What follows belongs to an exercise in optimizing a design on an open flow for small area, a short achievable clock period and few clock cycles per item; a production flow would make more cautious choices. Power is estimated from default activity; no workload was simulated.

==> fjord <==
## cache_access_controller
module cache_access_controller (
  input  logic                  clk,
  input  logic                  reset_n,
  input  logic                  cpu_req_valid,
  output logic                  cpu_req_ready,
  input  logic                  cpu_req_write,
  input  logic [ADDR_WIDTH-1:0] cpu_req_addr,
  input  logic [LINE_BITS-1:0]  cpu_req_wdata,
  output logic                  cpu_resp_valid,
  output logic                  cpu_resp_hit,
  output logic [LINE_BITS-1:0]  cpu_resp_rdata,
  output logic                  mem_req_valid,
  input  logic                  mem_req_ready,
  output logic                  mem_req_write,
  output logic [ADDR_WIDTH-1:0] mem_req_addr,
  output logic [LINE_BITS-1:0]  mem_req_wdata,
  input  logic                  mem_resp_valid,
  input  logic [LINE_BITS-1:0]  mem_resp_rdata,
  output logic [15:0]           stat_requests,
  output logic [15:0]           stat_hits,
  output logic [15:0]           stat_misses,
  output logic [15:0]           stat_writebacks
);
export LEC_CHECK = 0
export CAP_MARGIN = 20
export CORE_MARGIN = 2
export CORE_UTILIZATION = 40
export CTS_CLUSTER_DIAMETER = 100
export CTS_CLUSTER_SIZE = 24
export PLACE_DENSITY = 0.6
export SETUP_SLACK_MARGIN = 1.2
export SLEW_MARGIN = 20
create_clock -name core_clock -period 5.0 [get_ports {clk}]
standard.sh (not shown) runs the stock make flow with config.mk's settings and CLKGATE_MAP_FILE= SYNTH_SCRIPT=/design/flow/synth_recipe.tcl, a recipe that flattens the netlist after the stock synthesis.
==> flow/flow/run.sh <==
#!/bin/bash
# Standard ORFS layout, with plain buf_1 cells (not delay buffers) as the
# port buffers; placement repair resizes them as timing needs.
set -euo pipefail
export BUFFER_PORTS_ARGS="-buffer_cell sky130_fd_sc_hd__buf_1"
bash standard.sh > standard.log 2>&1
==> pepper: changes against fjord <==
--- a/flow/design.v
+++ b/flow/design.v
@@ -26,15 +26,13 @@
   input  logic [TAG_WIDTH-1:0]   lk_tag_in,
   output logic [CACHE_LINES-1:0] line_valid,
   output logic [CACHE_LINES-1:0] line_dirty,
   output logic [CACHE_LINES-1:0] line_match,
   input  logic [INDEX_WIDTH-1:0] vt_index,
   output logic [TAG_WIDTH-1:0]   vt_tag,
-  input  logic [CACHE_LINES-1:0] rd_sel,
-  input  logic                   rd_mem_sel,
-  input  logic [LINE_BITS-1:0]   rd_mem_data,
+  input  logic [INDEX_WIDTH-1:0] rd_index,
   output logic [LINE_BITS-1:0]   rd_data,
   input  logic [CACHE_LINES-1:0] meta_we,
   input  logic                   wr_dirty,
   input  logic [TAG_WIDTH-1:0]   wr_tag,
   input  logic [CACHE_LINES-1:0] data_we,
   input  logic [LINE_BITS-1:0]   wr_data
@@ -66,15 +64,15 @@
     for (int i = 0; i < CACHE_LINES; i++) line_match[i] = (tag_q[i] == lk_tag_in);
   end
   assign line_valid = valid_q;
   assign line_dirty = dirty_q;
   assign vt_tag     = tag_q[vt_index];
   always_comb begin
-    rd_data = rd_mem_data & {LINE_BITS{rd_mem_sel}};
+    rd_data = '0;
     for (int i = 0; i < CACHE_LINES; i++)
-      rd_data = rd_data | (data_q[i] & {LINE_BITS{rd_sel[i]}});
+      rd_data = rd_data | (data_q[i] & {LINE_BITS{rd_index == i}});
   end
 endmodule
 import cache_ctrl_pkg::*;
 module cache_access_controller (
   input  logic                  clk,
   input  logic                  reset_n,
@@ -104,17 +102,13 @@
   logic                   vict_q, vict_d;
   logic [INDEX_WIDTH-1:0] idx_q, idx_d;
   logic [TAG_WIDTH-1:0]   ntag_q, ntag_d;
   logic [TAG_WIDTH-1:0]   vtag_q, vtag_d;
   logic                   resp_q, resp_d;
   logic                   hit_q, hit_d;
-  logic                   prew_q, prew_d;       
-  logic                   prew_hit_q, prew_hit_d;
   logic [15:0]            st_req_q, st_hit_q, st_wb_q;
-  logic [CACHE_LINES-1:0] rsel_q, rsel_d;
-  logic                   msel_q, msel_d;
   logic [INDEX_WIDTH-1:0] in_idx;
   logic [TAG_WIDTH-1:0]   in_tag;
   logic [CACHE_LINES-1:0] in_sel, fill_sel;
   logic [CACHE_LINES-1:0] line_valid, line_dirty, line_match;
   logic [CACHE_LINES-1:0] line_hit, line_dvict;
   logic [TAG_WIDTH-1:0]   vt_tag;
@@ -122,32 +116,27 @@
   logic                   lk_hit, lk_dvict;
   logic                   st_idle, st_pwb, st_rwait;
   logic                   idle_port;    
   logic                   refill;       
   logic                   accept;
   logic                   comb_read;
-  logic                   waiting;      
-  logic                   prew_go;      
-  logic                   req_hit;      
+  logic                   wr_ok;        
   logic [CACHE_LINES-1:0] meta_we, data_we;
-  logic [CACHE_LINES-1:0] wr_take;      
   logic [LINE_BITS-1:0]   wr_data;
   assign in_idx = cpu_req_addr[OFFSET_WIDTH +: INDEX_WIDTH];
   assign in_tag = cpu_req_addr[ADDR_WIDTH-1 -: TAG_WIDTH];
   cache_line_store u_store (
     .clk        (clk),
     .reset_n    (reset_n),
     .lk_tag_in  (in_tag),
     .line_valid (line_valid),
     .line_dirty (line_dirty),
     .line_match (line_match),
     .vt_index   (in_idx),
     .vt_tag     (vt_tag),
-    .rd_sel     (rsel_q),
-    .rd_mem_sel (msel_q),
-    .rd_mem_data(mem_resp_rdata),
+    .rd_index   (idx_q),
     .rd_data    (rd_data),
     .meta_we    (meta_we),
     .wr_dirty   (cpu_req_write),
     .wr_tag     (in_tag),
     .data_we    (data_we),
     .wr_data    (wr_data)
@@ -162,58 +151,53 @@
     end
   end
   assign line_hit   = line_valid & line_match;
   assign line_dvict = line_valid & line_dirty & ~line_match;
   assign lk_hit     = |(in_sel & line_hit);
   assign lk_dvict   = |(in_sel & line_dvict);
-  assign refill    = st_rwait && mem_resp_valid && !vict_q;
+  assign refill    = st_rwait && mem_resp_valid && !(vict_q && !mem_req_ready);
   assign idle_port = st_idle || (st_rwait && mem_resp_valid && !vict_q);
-  assign waiting   = (st_q == S_RREQ) || (st_q == S_VWR) || (st_rwait && !mem_resp_valid);
-  assign prew_go   = waiting && !prew_q && cpu_req_valid && cpu_req_write &&
-                     (in_idx != idx_q) && !lk_dvict;
-  assign req_hit   = prew_q ? prew_hit_q : (!st_pwb && lk_hit);
+  assign wr_ok     = st_pwb ? mem_req_ready : st_idle;
   always_comb begin
     cpu_req_ready = 1'b0;
     unique case (st_q)
-      S_IDLE:  cpu_req_ready = prew_q || !(cpu_req_write && lk_dvict);
+      S_IDLE:  cpu_req_ready = !(cpu_req_write && lk_dvict);
       S_PWB:   cpu_req_ready = mem_req_ready;
-      S_RWAIT: cpu_req_ready = mem_resp_valid && !vict_q && (!cpu_req_write || prew_q);
+      S_RWAIT: cpu_req_ready = mem_resp_valid && !vict_q && !cpu_req_write;
       default: cpu_req_ready = 1'b0;
     endcase
   end
   assign accept    = cpu_req_valid && cpu_req_ready;
   assign comb_read = idle_port && cpu_req_valid && !cpu_req_write && !lk_hit;
   always_comb begin
     for (int i = 0; i < CACHE_LINES; i++) begin
-      wr_take[i] = cpu_req_valid && cpu_req_write && in_sel[i] &&
-                   (st_pwb ? mem_req_ready
-                           : ((st_idle || (waiting && !prew_q && !fill_sel[i])) && !line_dvict[i]));
-      data_we[i] = (refill && fill_sel[i]) || wr_take[i];
-      meta_we[i] = wr_take[i] ||
-                   (cpu_req_valid && !cpu_req_write && in_sel[i] && idle_port && !line_hit[i]);
-    end
-  end
-  assign wr_data = (st_rwait && mem_resp_valid) ? mem_resp_rdata : cpu_req_wdata;
+      data_we[i] = (refill && fill_sel[i]) ||
+                   (cpu_req_valid && cpu_req_write && in_sel[i] &&
+                    (st_pwb ? mem_req_ready : (st_idle && !line_dvict[i])));
+      meta_we[i] = cpu_req_valid && in_sel[i] &&
+                   (cpu_req_write ? (st_pwb ? mem_req_ready : (st_idle && !line_dvict[i]))
+                                  : (idle_port && !line_hit[i]));
+    end
+  end
+  assign wr_data = st_rwait ? mem_resp_rdata : cpu_req_wdata;
   always_comb begin
     st_d   = st_q;
     vict_d = vict_q;
     idx_d  = idx_q;
     ntag_d = ntag_q;
     vtag_d = vtag_q;
     resp_d = 1'b0;
     hit_d  = hit_q;
-    prew_d     = prew_q;
-    prew_hit_d = prew_hit_q;
     unique case (st_q)
       S_RREQ: begin
         if (mem_req_ready) st_d = S_RWAIT;
       end
       S_RWAIT: begin
         if (vict_q && mem_req_ready) vict_d = 1'b0;
         if (mem_resp_valid) begin
-          if (vict_q) st_d = mem_req_ready ? S_RREQ : S_VWR;
+          if (vict_q && !mem_req_ready) st_d = S_VWR;
           else begin
             st_d   = S_IDLE;
             vict_d = 1'b0;
           end
         end
       end
@@ -230,19 +214,14 @@
     endcase
     if (idle_port && cpu_req_valid) begin
       idx_d  = in_idx;
       ntag_d = in_tag;
       vtag_d = vt_tag;
     end
-    if (prew_go) begin
-      prew_d     = 1'b1;
-      prew_hit_d = lk_hit;
-    end
     if (accept) begin
-      hit_d  = req_hit;
-      prew_d = 1'b0;
+      hit_d = !st_pwb && lk_hit;
       if (cpu_req_write || lk_hit) resp_d = 1'b1;
       else begin
         vict_d = lk_dvict;
         st_d   = mem_req_ready ? S_RWAIT : S_RREQ;
       end
     end else if (st_idle && cpu_req_valid) begin
@@ -251,44 +230,35 @@
   end
   always_ff @(posedge clk or negedge reset_n) begin
     if (!reset_n) begin
       st_q     <= S_IDLE;
       vict_q   <= 1'b0;
       resp_q   <= 1'b0;
-      prew_q   <= 1'b0;
       st_req_q <= '0;
       st_hit_q <= '0;
       st_wb_q  <= '0;
     end else begin
       st_q   <= st_d;
       vict_q <= vict_d;
       resp_q <= resp_d;
-      prew_q <= prew_d;
       if (accept) begin
         st_req_q <= st_req_q + 16'd1;
-        if (req_hit) st_hit_q <= st_hit_q + 16'd1;
+        if (!st_pwb && lk_hit) st_hit_q <= st_hit_q + 16'd1;
         if (st_pwb || lk_dvict) st_wb_q <= st_wb_q + 16'd1;
       end
     end
   end
-  always_comb begin
-    msel_d = (st_d == S_RWAIT) && !vict_d;
-    for (int i = 0; i < CACHE_LINES; i++) rsel_d[i] = !msel_d && (idx_d == i);
-  end
   always_ff @(posedge clk) begin
-    rsel_q <= rsel_d;
-    msel_q <= msel_d;
     idx_q  <= idx_d;
     ntag_q <= ntag_d;
     vtag_q <= vtag_d;
     hit_q  <= hit_d;
-    prew_hit_q <= prew_hit_d;
   end
   assign cpu_resp_valid  = resp_q || refill;
   assign cpu_resp_hit    = hit_q;
-  assign cpu_resp_rdata  = rd_data;
+  assign cpu_resp_rdata  = st_rwait ? mem_resp_rdata : rd_data;
   assign mem_req_valid   = comb_read || (st_q == S_RREQ) || (st_q == S_VWR) || st_pwb ||
                            (st_rwait && vict_q);
   assign mem_req_write   = (st_q == S_VWR) || st_pwb || (st_rwait && vict_q);
   assign mem_req_addr    = {mem_req_write ? vtag_q : (st_q == S_RREQ) ? ntag_q : in_tag,
                             (st_idle || st_rwait) && !mem_req_write ? in_idx : idx_q,
                             {OFFSET_WIDTH{1'b0}}};
==> flow/run.sh (new file) <==
#!/bin/bash
# synth_recipe.tcl (not shown) runs the flow's synth.tcl, then flattens the netlist and writes it again
# the make line also repeats each setting of config.mk as NAME=value (left out here)
make -C /OpenROAD-flow-scripts/flow DESIGN_CONFIG=/design/flow/config.mk WORK_HOME=/design/flow/orfs CLKGATE_MAP_FILE= SYNTH_SCRIPT=/design/flow/synth_recipe.tcl finish
--- a/flow/config.mk
+++ b/flow/config.mk
@@ -5,11 +5,8 @@
 export SDC_FILE = /design/flow/constraint.sdc
 export NUM_CORES = 4
 export LEC_CHECK = 0
 export CAP_MARGIN = 20
 export CORE_MARGIN = 2
 export CORE_UTILIZATION = 40
-export CTS_CLUSTER_DIAMETER = 100
-export CTS_CLUSTER_SIZE = 24
 export PLACE_DENSITY = 0.6
-export SETUP_SLACK_MARGIN = 1.2
 export SLEW_MARGIN = 20
removed: flow/flow/run.sh
removed: flow/standard.sh
==> tundra: changes against fjord <==
--- a/flow/config.mk
+++ b/flow/config.mk
@@ -8,8 +8,8 @@
 export CAP_MARGIN = 20
 export CORE_MARGIN = 2
 export CORE_UTILIZATION = 40
 export CTS_CLUSTER_DIAMETER = 100
 export CTS_CLUSTER_SIZE = 24
 export PLACE_DENSITY = 0.6
-export SETUP_SLACK_MARGIN = 1.2
+export SETUP_SLACK_MARGIN = 1.6
 export SLEW_MARGIN = 20
==> nickel: changes against fjord <==
--- a/flow/design.v
+++ b/flow/design.v
@@ -26,15 +26,13 @@
   input  logic [TAG_WIDTH-1:0]   lk_tag_in,
   output logic [CACHE_LINES-1:0] line_valid,
   output logic [CACHE_LINES-1:0] line_dirty,
   output logic [CACHE_LINES-1:0] line_match,
   input  logic [INDEX_WIDTH-1:0] vt_index,
   output logic [TAG_WIDTH-1:0]   vt_tag,
-  input  logic [CACHE_LINES-1:0] rd_sel,
-  input  logic                   rd_mem_sel,
-  input  logic [LINE_BITS-1:0]   rd_mem_data,
+  input  logic [INDEX_WIDTH-1:0] rd_index,
   output logic [LINE_BITS-1:0]   rd_data,
   input  logic [CACHE_LINES-1:0] meta_we,
   input  logic                   wr_dirty,
   input  logic [TAG_WIDTH-1:0]   wr_tag,
   input  logic [CACHE_LINES-1:0] data_we,
   input  logic [LINE_BITS-1:0]   wr_data
@@ -66,15 +64,15 @@
     for (int i = 0; i < CACHE_LINES; i++) line_match[i] = (tag_q[i] == lk_tag_in);
   end
   assign line_valid = valid_q;
   assign line_dirty = dirty_q;
   assign vt_tag     = tag_q[vt_index];
   always_comb begin
-    rd_data = rd_mem_data & {LINE_BITS{rd_mem_sel}};
+    rd_data = '0;
     for (int i = 0; i < CACHE_LINES; i++)
-      rd_data = rd_data | (data_q[i] & {LINE_BITS{rd_sel[i]}});
+      rd_data = rd_data | (data_q[i] & {LINE_BITS{rd_index == i}});
   end
 endmodule
 import cache_ctrl_pkg::*;
 module cache_access_controller (
   input  logic                  clk,
   input  logic                  reset_n,
@@ -104,17 +102,13 @@
   logic                   vict_q, vict_d;
   logic [INDEX_WIDTH-1:0] idx_q, idx_d;
   logic [TAG_WIDTH-1:0]   ntag_q, ntag_d;
   logic [TAG_WIDTH-1:0]   vtag_q, vtag_d;
   logic                   resp_q, resp_d;
   logic                   hit_q, hit_d;
-  logic                   prew_q, prew_d;       
-  logic                   prew_hit_q, prew_hit_d;
   logic [15:0]            st_req_q, st_hit_q, st_wb_q;
-  logic [CACHE_LINES-1:0] rsel_q, rsel_d;
-  logic                   msel_q, msel_d;
   logic [INDEX_WIDTH-1:0] in_idx;
   logic [TAG_WIDTH-1:0]   in_tag;
   logic [CACHE_LINES-1:0] in_sel, fill_sel;
   logic [CACHE_LINES-1:0] line_valid, line_dirty, line_match;
   logic [CACHE_LINES-1:0] line_hit, line_dvict;
   logic [TAG_WIDTH-1:0]   vt_tag;
@@ -122,32 +116,27 @@
   logic                   lk_hit, lk_dvict;
   logic                   st_idle, st_pwb, st_rwait;
   logic                   idle_port;    
   logic                   refill;       
   logic                   accept;
   logic                   comb_read;
-  logic                   waiting;      
-  logic                   prew_go;      
-  logic                   req_hit;      
+  logic                   wr_ok;        
   logic [CACHE_LINES-1:0] meta_we, data_we;
-  logic [CACHE_LINES-1:0] wr_take;      
   logic [LINE_BITS-1:0]   wr_data;
   assign in_idx = cpu_req_addr[OFFSET_WIDTH +: INDEX_WIDTH];
   assign in_tag = cpu_req_addr[ADDR_WIDTH-1 -: TAG_WIDTH];
   cache_line_store u_store (
     .clk        (clk),
     .reset_n    (reset_n),
     .lk_tag_in  (in_tag),
     .line_valid (line_valid),
     .line_dirty (line_dirty),
     .line_match (line_match),
     .vt_index   (in_idx),
     .vt_tag     (vt_tag),
-    .rd_sel     (rsel_q),
-    .rd_mem_sel (msel_q),
-    .rd_mem_data(mem_resp_rdata),
+    .rd_index   (idx_q),
     .rd_data    (rd_data),
     .meta_we    (meta_we),
     .wr_dirty   (cpu_req_write),
     .wr_tag     (in_tag),
     .data_we    (data_we),
     .wr_data    (wr_data)
@@ -162,58 +151,53 @@
     end
   end
   assign line_hit   = line_valid & line_match;
   assign line_dvict = line_valid & line_dirty & ~line_match;
   assign lk_hit     = |(in_sel & line_hit);
   assign lk_dvict   = |(in_sel & line_dvict);
-  assign refill    = st_rwait && mem_resp_valid && !vict_q;
+  assign refill    = st_rwait && mem_resp_valid && !(vict_q && !mem_req_ready);
   assign idle_port = st_idle || (st_rwait && mem_resp_valid && !vict_q);
-  assign waiting   = (st_q == S_RREQ) || (st_q == S_VWR) || (st_rwait && !mem_resp_valid);
-  assign prew_go   = waiting && !prew_q && cpu_req_valid && cpu_req_write &&
-                     (in_idx != idx_q) && !lk_dvict;
-  assign req_hit   = prew_q ? prew_hit_q : (!st_pwb && lk_hit);
+  assign wr_ok     = st_pwb ? mem_req_ready : st_idle;
   always_comb begin
     cpu_req_ready = 1'b0;
     unique case (st_q)
-      S_IDLE:  cpu_req_ready = prew_q || !(cpu_req_write && lk_dvict);
+      S_IDLE:  cpu_req_ready = !(cpu_req_write && lk_dvict);
       S_PWB:   cpu_req_ready = mem_req_ready;
-      S_RWAIT: cpu_req_ready = mem_resp_valid && !vict_q && (!cpu_req_write || prew_q);
+      S_RWAIT: cpu_req_ready = mem_resp_valid && !vict_q && !cpu_req_write;
       default: cpu_req_ready = 1'b0;
     endcase
   end
   assign accept    = cpu_req_valid && cpu_req_ready;
   assign comb_read = idle_port && cpu_req_valid && !cpu_req_write && !lk_hit;
   always_comb begin
     for (int i = 0; i < CACHE_LINES; i++) begin
-      wr_take[i] = cpu_req_valid && cpu_req_write && in_sel[i] &&
-                   (st_pwb ? mem_req_ready
-                           : ((st_idle || (waiting && !prew_q && !fill_sel[i])) && !line_dvict[i]));
-      data_we[i] = (refill && fill_sel[i]) || wr_take[i];
-      meta_we[i] = wr_take[i] ||
-                   (cpu_req_valid && !cpu_req_write && in_sel[i] && idle_port && !line_hit[i]);
-    end
-  end
-  assign wr_data = (st_rwait && mem_resp_valid) ? mem_resp_rdata : cpu_req_wdata;
+      data_we[i] = (refill && fill_sel[i]) ||
+                   (cpu_req_valid && cpu_req_write && in_sel[i] &&
+                    (st_pwb ? mem_req_ready : (st_idle && !line_dvict[i])));
+      meta_we[i] = cpu_req_valid && in_sel[i] &&
+                   (cpu_req_write ? (st_pwb ? mem_req_ready : (st_idle && !line_dvict[i]))
+                                  : (idle_port && !line_hit[i]));
+    end
+  end
+  assign wr_data = st_rwait ? mem_resp_rdata : cpu_req_wdata;
   always_comb begin
     st_d   = st_q;
     vict_d = vict_q;
     idx_d  = idx_q;
     ntag_d = ntag_q;
     vtag_d = vtag_q;
     resp_d = 1'b0;
     hit_d  = hit_q;
-    prew_d     = prew_q;
-    prew_hit_d = prew_hit_q;
     unique case (st_q)
       S_RREQ: begin
         if (mem_req_ready) st_d = S_RWAIT;
       end
       S_RWAIT: begin
         if (vict_q && mem_req_ready) vict_d = 1'b0;
         if (mem_resp_valid) begin
-          if (vict_q) st_d = mem_req_ready ? S_RREQ : S_VWR;
+          if (vict_q && !mem_req_ready) st_d = S_VWR;
           else begin
             st_d   = S_IDLE;
             vict_d = 1'b0;
           end
         end
       end
@@ -230,19 +214,14 @@
     endcase
     if (idle_port && cpu_req_valid) begin
       idx_d  = in_idx;
       ntag_d = in_tag;
       vtag_d = vt_tag;
     end
-    if (prew_go) begin
-      prew_d     = 1'b1;
-      prew_hit_d = lk_hit;
-    end
     if (accept) begin
-      hit_d  = req_hit;
-      prew_d = 1'b0;
+      hit_d = !st_pwb && lk_hit;
       if (cpu_req_write || lk_hit) resp_d = 1'b1;
       else begin
         vict_d = lk_dvict;
         st_d   = mem_req_ready ? S_RWAIT : S_RREQ;
       end
     end else if (st_idle && cpu_req_valid) begin
@@ -251,44 +230,35 @@
   end
   always_ff @(posedge clk or negedge reset_n) begin
     if (!reset_n) begin
       st_q     <= S_IDLE;
       vict_q   <= 1'b0;
       resp_q   <= 1'b0;
-      prew_q   <= 1'b0;
       st_req_q <= '0;
       st_hit_q <= '0;
       st_wb_q  <= '0;
     end else begin
       st_q   <= st_d;
       vict_q <= vict_d;
       resp_q <= resp_d;
-      prew_q <= prew_d;
       if (accept) begin
         st_req_q <= st_req_q + 16'd1;
-        if (req_hit) st_hit_q <= st_hit_q + 16'd1;
+        if (!st_pwb && lk_hit) st_hit_q <= st_hit_q + 16'd1;
         if (st_pwb || lk_dvict) st_wb_q <= st_wb_q + 16'd1;
       end
     end
   end
-  always_comb begin
-    msel_d = (st_d == S_RWAIT) && !vict_d;
-    for (int i = 0; i < CACHE_LINES; i++) rsel_d[i] = !msel_d && (idx_d == i);
-  end
   always_ff @(posedge clk) begin
-    rsel_q <= rsel_d;
-    msel_q <= msel_d;
     idx_q  <= idx_d;
     ntag_q <= ntag_d;
     vtag_q <= vtag_d;
     hit_q  <= hit_d;
-    prew_hit_q <= prew_hit_d;
   end
   assign cpu_resp_valid  = resp_q || refill;
   assign cpu_resp_hit    = hit_q;
-  assign cpu_resp_rdata  = rd_data;
+  assign cpu_resp_rdata  = st_rwait ? mem_resp_rdata : rd_data;
   assign mem_req_valid   = comb_read || (st_q == S_RREQ) || (st_q == S_VWR) || st_pwb ||
                            (st_rwait && vict_q);
   assign mem_req_write   = (st_q == S_VWR) || st_pwb || (st_rwait && vict_q);
   assign mem_req_addr    = {mem_req_write ? vtag_q : (st_q == S_RREQ) ? ntag_q : in_tag,
                             (st_idle || st_rwait) && !mem_req_write ? in_idx : idx_q,
                             {OFFSET_WIDTH{1'b0}}};
==> flow/run.sh (new file) <==
#!/bin/bash
# synth_recipe.tcl (not shown) runs the flow's synth.tcl, then flattens the netlist and writes it again
# the make line also repeats each setting of config.mk as NAME=value (left out here)
make -C /OpenROAD-flow-scripts/flow DESIGN_CONFIG=/design/flow/config.mk WORK_HOME=/design/flow/orfs CLKGATE_MAP_FILE= SYNTH_SCRIPT=/design/flow/synth_recipe.tcl finish
==> flow/config.mk (replaced) <==
export PLATFORM = sky130hd
export DESIGN_NAME = cache_access_controller
export DESIGN_NICKNAME = cache_access_controller
export VERILOG_FILES = /design/flow/design.v
export SDC_FILE = /design/flow/constraint.sdc
export NUM_CORES = 4
export LEC_CHECK = 0
export CAP_MARGIN = 20
export CORE_MARGIN = 2
export CORE_UTILIZATION = 40
export CTS_BUF_LIST = sky130_fd_sc_hd__clkbuf_4 sky130_fd_sc_hd__clkbuf_8
export PLACE_DENSITY = 0.6
export SLEW_MARGIN = 20
removed: flow/flow/run.sh
removed: flow/standard.sh
==> qor summary <==
| item | pepper | tundra | fjord | nickel |
|---|---|---|---|---|
| Switching fraction of total power | 28.6% | 37.3% | 38.1% | 29.2% |
| Number of instances in the synthesized netlist | 5433 | 5277 | 5277 | 5433 |
| Origin of the critical flop-to-flop path | st_q[0] | u_store.tag_q[3][7] | u_store.tag_q[3][4] | st_q[0] |
| Inserted Diodes | 3 | 3 | 5 | 5 |
| Layout inverter count without the clock tree | 37 | 64 | 64 | 37 |
| # Taps | 2871 | 2958 | 2958 | 2871 |
| Power of the combinational group | 0.0120 W | 0.0295 W | 0.0202 W | 0.0127 W |
| Worst hold slack across all endpoints | 0.172 ns | 0.282 ns | 0.291 ns | 0.480 ns |
| Final estimated routing congestion in global placement | 0.888 | 0.883 | 0.883 | 0.888 |
| Core footprint | 220000 um2 | 220000 um2 | 220000 um2 | 220000 um2 |
| H-Tree Depth | 4 | 3 | 3 | 5 |
| Syn-to-layout area delta | 23.6% | 25.1% | 14.6% | 26.3% |
| Met2 global-route usage | 37.9% | 41.9% | 39.2% | 39.0% |
| Final setup margin | 0.0537 ns | 0.752 ns | 0.764 ns | 0.0667 ns |
| Comb power frac | 23.1% | 46.3% | 37.0% | 24.4% |
| Cell with the largest stage delay on the worst path | sky130_fd_sc_hd__edfxtp_1 | sky130_fd_sc_hd__dfrtp_2 | sky130_fd_sc_hd__dfrtp_2 | sky130_fd_sc_hd__clkdlybuf4s50_1 |
| Launch point of the worst path | idx_q[0] | st_hit_q[0] | st_hit_q[0] | idx_q[2] |
| Status | timing/DRC/antenna clean | timing/DRC/antenna clean | timing/DRC/antenna clean | timing/DRC/antenna clean |
| DR pass1 iterations | 5 | 8 | 9 | 9 |
| Clock sink count | 2282 | 2301 | 2301 | 2282 |
| Clock buffer and inverter area fraction after layout | 6.57% | 2.96% | 3.23% | 6.25% |
| Count of clock buffers in the final design | 270 | 132 | 132 | 517 |
| Seq area share | 62.5% | 61.8% | 67.5% | 61.1% |
| Crit. path cell count | 11 | 12 | 12 | 12 |
| Largest stage delay on the critical path | 0.48 ns | 0.44 ns | 0.44 ns | 0.49 ns |
| Met1 track demand over resource | 33.6% | 38.2% | 34.4% | 34.4% |
Function was not checked in any run of this note: the RTL went through the layout flow alone.

re-timing with driven ports:
The results above use ideal ports. As a check the final layouts listed here were re-extracted and re-timed, cells and wires unchanged. Step 1 assumes that a clkbuf_16 drives the clock port and a buf_2 every other input. Step 2 moves the port delays by t, midway between the first and last clock arrival at a register: inputs arrive t later, outputs are due t later. That takes back most of the time a late clock gives input paths. a / b / c = no drivers / after step 1 / after step 2; a / b = the first two.
run	shift t [ns]	slack for setup (ns)	latest minus earliest clock arrival (ns)
fjord	0.884	0.764 / 0.681 / 0.634	0.043 / 0.042
pepper	0.956	0.054 / -0.038 / 0.228	0.076 / 0.076
tundra	0.885	0.752 / 0.668 / 0.764	0.049 / 0.049
nickel	1.124	0.067 / -0.023 / 0.189	0.119 / 0.119
After both steps setup and hold are still met in every run listed. For fjord, which loses most, drivers alone change the setup slack by -0.083 ns; drivers and shift together by -0.130 ns.
